What follows belongs to an exercise in optimizing a design on an open flow for small area, a short achievable clock period and few clock cycles per item; a production flow would make more cautious choices.
RTL that was checked went through simulation tests only; none was proved equivalent to the original.
Power is estimated from default activity; no workload was simulated.

== juniper ==
==> module leaky_relu_stage, before the edit <==
module leaky_relu_stage (
	input  wire                   on,
	input  wire [16-1:0]  x,
	output logic [16-1:0] y
);
	logic signed [18:0] scaled;
	assign scaled = $signed({{3{x[15]}}, x}) * 19'sd5;
	assign y = (on && x[15]) ? {{6{scaled[18]}}, scaled[18:9]} : x;
endmodule
==> module maxpool_stage, before the edit <==
module maxpool_stage (
	input  wire                                  clk,
	input  wire                                  rst_n,
	input  wire                                  start,
	input  wire                                  busy,
	input  wire [1:0]                            op,
	input  wire [1:0]                            row_id,
	input  wire                                  row_final,
	input  wire [4-1:0][16-1:0]   row_data,
	output logic                                 out_valid,
	input  wire                                  out_ready,
	output logic [4-1:0][16-1:0]  out_data,
	output logic                                 out_last,
	output logic                                 done
);
	logic                                 pool_on;
	logic                                 leaky_on;
	logic [1:0]                           word_q;
	logic                                 sent_q;
	logic                                 ev_fin_q;
	logic [1:0][16-1:0]           ev_q;
	logic [1:0][16-1:0]           evl_q;
	logic [4-1:0][16-1:0]  row_act;
	logic [4-1:0][16-1:0]  word;
	logic                                 word_ok;
	logic                                 load;
	function automatic logic gt(input logic [16-1:0] a, input logic [16-1:0] b);
		gt = $signed(a) > $signed(b);
	endfunction
	assign pool_on = (op == 2'd2);
	assign leaky_on = (op == 2'd1) || (op == 2'd2);
	for (genvar c = 0; c < 4; c++) begin : g_act
		leaky_relu_stage u_act (.on(leaky_on), .x(row_data[c]), .y(row_act[c]));
	end
	always_comb begin
		word = row_act;
		if (pool_on) begin
			word = '0;
			for (int j = 0; j < 2; j++) begin
				if (gt(ev_q[j], row_data[2*j]) && gt(ev_q[j], row_data[2*j+1])) begin
					word[j] = evl_q[j];
				end else if (gt(row_data[2*j+1], row_data[2*j])) begin
					word[j] = row_act[2*j+1];
				end else begin
					word[j] = row_act[2*j];
				end
			end
		end
	end
	assign word_ok = busy && !sent_q && row_final &&
		(pool_on ? (row_id == {word_q[0], 1'b1}) && ev_fin_q : (row_id == word_q));
	assign load = word_ok && (!out_valid || out_ready);
	always_ff @(posedge clk) begin
		if (!row_id[0]) begin
			for (int j = 0; j < 2; j++) begin
				if (gt(row_data[2*j+1], row_data[2*j])) begin
					ev_q[j] <= row_data[2*j+1];
					evl_q[j] <= row_act[2*j+1];
				end else begin
					ev_q[j] <= row_data[2*j];
					evl_q[j] <= row_act[2*j];
				end
			end
		end
		if (load) begin
			out_data <= word;
		end
	end
	always_ff @(posedge clk or negedge rst_n) begin
		if (!rst_n) begin
			ev_fin_q <= 1'b0;
			word_q <= '0;
			sent_q <= 1'b0;
			out_valid <= 1'b0;
			out_last <= 1'b0;
			done <= 1'b0;
		end else begin
			if (!row_id[0]) begin
				ev_fin_q <= row_final;
			end
			done <= out_valid && out_ready && out_last;
			if (start) begin
				word_q <= '0;
				sent_q <= 1'b0;
			end else if (load) begin
				word_q <= word_q + 1'b1;
				sent_q <= pool_on ? word_q[0] : (word_q == 2'd3);
			end
			if (load) begin
				out_valid <= 1'b1;
				out_last <= pool_on ? word_q[0] : (word_q == 2'd3);
			end else if (out_ready) begin
				out_valid <= 1'b0;
			end
		end
	end
endmodule
Settings: LEC_CHECK=0, CAP_MARGIN=20, CORE_MARGIN=2, CORE_UTILIZATION=60, CTS_CLUSTER_DIAMETER=120, CTS_CLUSTER_SIZE=24, SETUP_SLACK_MARGIN=5, SLEW_MARGIN=20; clock period 10.0 ns.
standard.sh (not shown) runs the stock make flow with config.mk's settings and CLKGATE_MAP_FILE= SYNTH_SCRIPT=/design/flow/synth_recipe.tcl, a recipe that flattens the netlist after the stock synthesis.
==> flow/flow/run.sh <==
#!/bin/bash
set -euo pipefail
M=6.65
sed -e "s/SETUP_SLACK_MARGIN=[0-9.]*/SETUP_SLACK_MARGIN=$M/" \
    -e "s/\"\${@:-finish}\"/BUFFER_PORTS_ARGS='-buffer_cell sky130_fd_sc_hd__buf_1' \"\${@:-finish}\"/" \
    standard.sh > standard_tuned.sh
grep -q "SETUP_SLACK_MARGIN=$M" standard_tuned.sh
grep -q "BUFFER_PORTS_ARGS" standard_tuned.sh
bash standard_tuned.sh > standard.log 2>&1
Testbench counts of juniper, summed over its fixed seeds: cycles 14,572, tiles 384.
diff inputs: juniper => delta
--- a/flow/design.v
+++ b/flow/design.v
@@ -2589,11 +2589,14 @@
 	input  wire                   on,
 	input  wire [16-1:0]  x,
 	output logic [16-1:0] y
 );
-	logic signed [18:0] scaled;
-	assign scaled = $signed({{3{x[15]}}, x}) * 19'sd5;
-	assign y = (on && x[15]) ? {{6{scaled[18]}}, scaled[18:9]} : x;
+	logic        neg;
+	logic [17:0] scaled;
+	assign neg = on && x[15];
+	assign scaled = {x, 2'b00} + {{2{x[15]}}, x};
+	assign y[15:9] = x[15:9] | {7{neg}};
+	assign y[8:0] = neg ? scaled[17:9] : x[8:0];
 endmodule
 `default_nettype wire
 `default_nettype none
 `timescale 1ns/10ps
@@ -2623,9 +2626,18 @@
 	logic [4-1:0][16-1:0]  word;
 	logic                                 word_ok;
 	logic                                 load;
 	function automatic logic gt(input logic [16-1:0] a, input logic [16-1:0] b);
-		gt = $signed(a) > $signed(b);
+		logic [16-1:0] ua;
+		logic [16-1:0] nb;
+		logic                  cy;
+		ua = {~a[16-1], a[16-2:0]};
+		nb = ~{~b[16-1], b[16-2:0]};
+		cy = 1'b0;
+		for (int i = 0; i < 16; i++) begin
+			cy = (ua[i] & nb[i]) | ((ua[i] | nb[i]) & cy);
+		end
+		gt = cy;
 	endfunction
 	assign pool_on = (op == 2'd2);
 	assign leaky_on = (op == 2'd1) || (op == 2'd2);
 	for (genvar c = 0; c < 4; c++) begin : g_act
@@ -2649,17 +2661,15 @@
 	assign word_ok = busy && !sent_q && row_final &&
 		(pool_on ? (row_id == {word_q[0], 1'b1}) && ev_fin_q : (row_id == word_q));
 	assign load = word_ok && (!out_valid || out_ready);
 	always_ff @(posedge clk) begin
-		if (!row_id[0]) begin
-			for (int j = 0; j < 2; j++) begin
-				if (gt(row_data[2*j+1], row_data[2*j])) begin
-					ev_q[j] <= row_data[2*j+1];
-					evl_q[j] <= row_act[2*j+1];
-				end else begin
-					ev_q[j] <= row_data[2*j];
-					evl_q[j] <= row_act[2*j];
-				end
+		for (int j = 0; j < 2; j++) begin
+			if (gt(row_data[2*j+1], row_data[2*j])) begin
+				ev_q[j] <= row_data[2*j+1];
+				evl_q[j] <= row_act[2*j+1];
+			end else begin
+				ev_q[j] <= row_data[2*j];
+				evl_q[j] <= row_act[2*j];
 			end
 		end
 		if (load) begin
 			out_data <= word;
@@ -2673,11 +2683,9 @@
 			out_valid <= 1'b0;
 			out_last <= 1'b0;
 			done <= 1'b0;
 		end else begin
-			if (!row_id[0]) begin
-				ev_fin_q <= row_final;
-			end
+			ev_fin_q <= row_final;
 			done <= out_valid && out_ready && out_last;
 			if (start) begin
 				word_q <= '0;
 				sent_q <= 1'b0;
Against juniper, delta reports a count of clock tree sinks that is lower.
Higher average footprint of a synthesized cell was reported by juniper, not delta.
Sort delta and juniper by multiplexer fraction of the synthesized cell area desc -> top: delta
Compared with juniper, delta shows a final non-filler cell area that is 4.2% lower.
Between juniper and delta, number of placement rows decreased.
Lower power of the combinational group among delta and juniper: delta
Distinct cell type count after synthesis of delta exceeds that of juniper by a little under 10%.
Number of nets at the end of the flow down 250 in delta wrt juniper
Power density over the cells was higher in the run labelled juniper.
Against juniper, worst setup slack in delta came out worse.
Diff delta and juniper: number of instances in the synthesized netlist higher in juniper
Peak clock frequency supported by timing of juniper is on par with delta.
Function not checked in delta: the RTL went through the layout flow alone.

[port drivers added, routing unchanged]
In the flow no input, the clock included, has a driving cell. The finished layouts below were timed again as built, in two steps.
Step 1: set_driving_cell puts a clkbuf_16 on clk and a buf_2 on each other input, an assumption about the parent block.
Step 2, shift: input delay + t, output delay - t, t = (earliest + latest rising clock arrival at the registers) / 2. This alone moves slack from input paths to output paths.
Three values: ideal ports, drivers, drivers and shift; two values: the first two.
| run | t, ns | setup WS [ns] | latest minus earliest clock arrival (ns) | slew at the worst register clock pin (ns) |
|---|---|---|---|---|
| juniper | 0.685 | 6.707 / 6.698 / 6.459 | 0.033 / 0.033 | 0.11 / 0.11 |
| delta | 0.710 | 6.700 / 6.667 / 6.511 | 0.041 / 0.041 | 0.11 / 0.11 |
After both steps setup and hold are still met in every run listed. For juniper, which loses most, drivers alone change the setup slack by -0.009 ns; drivers and shift together by -0.248 ns.
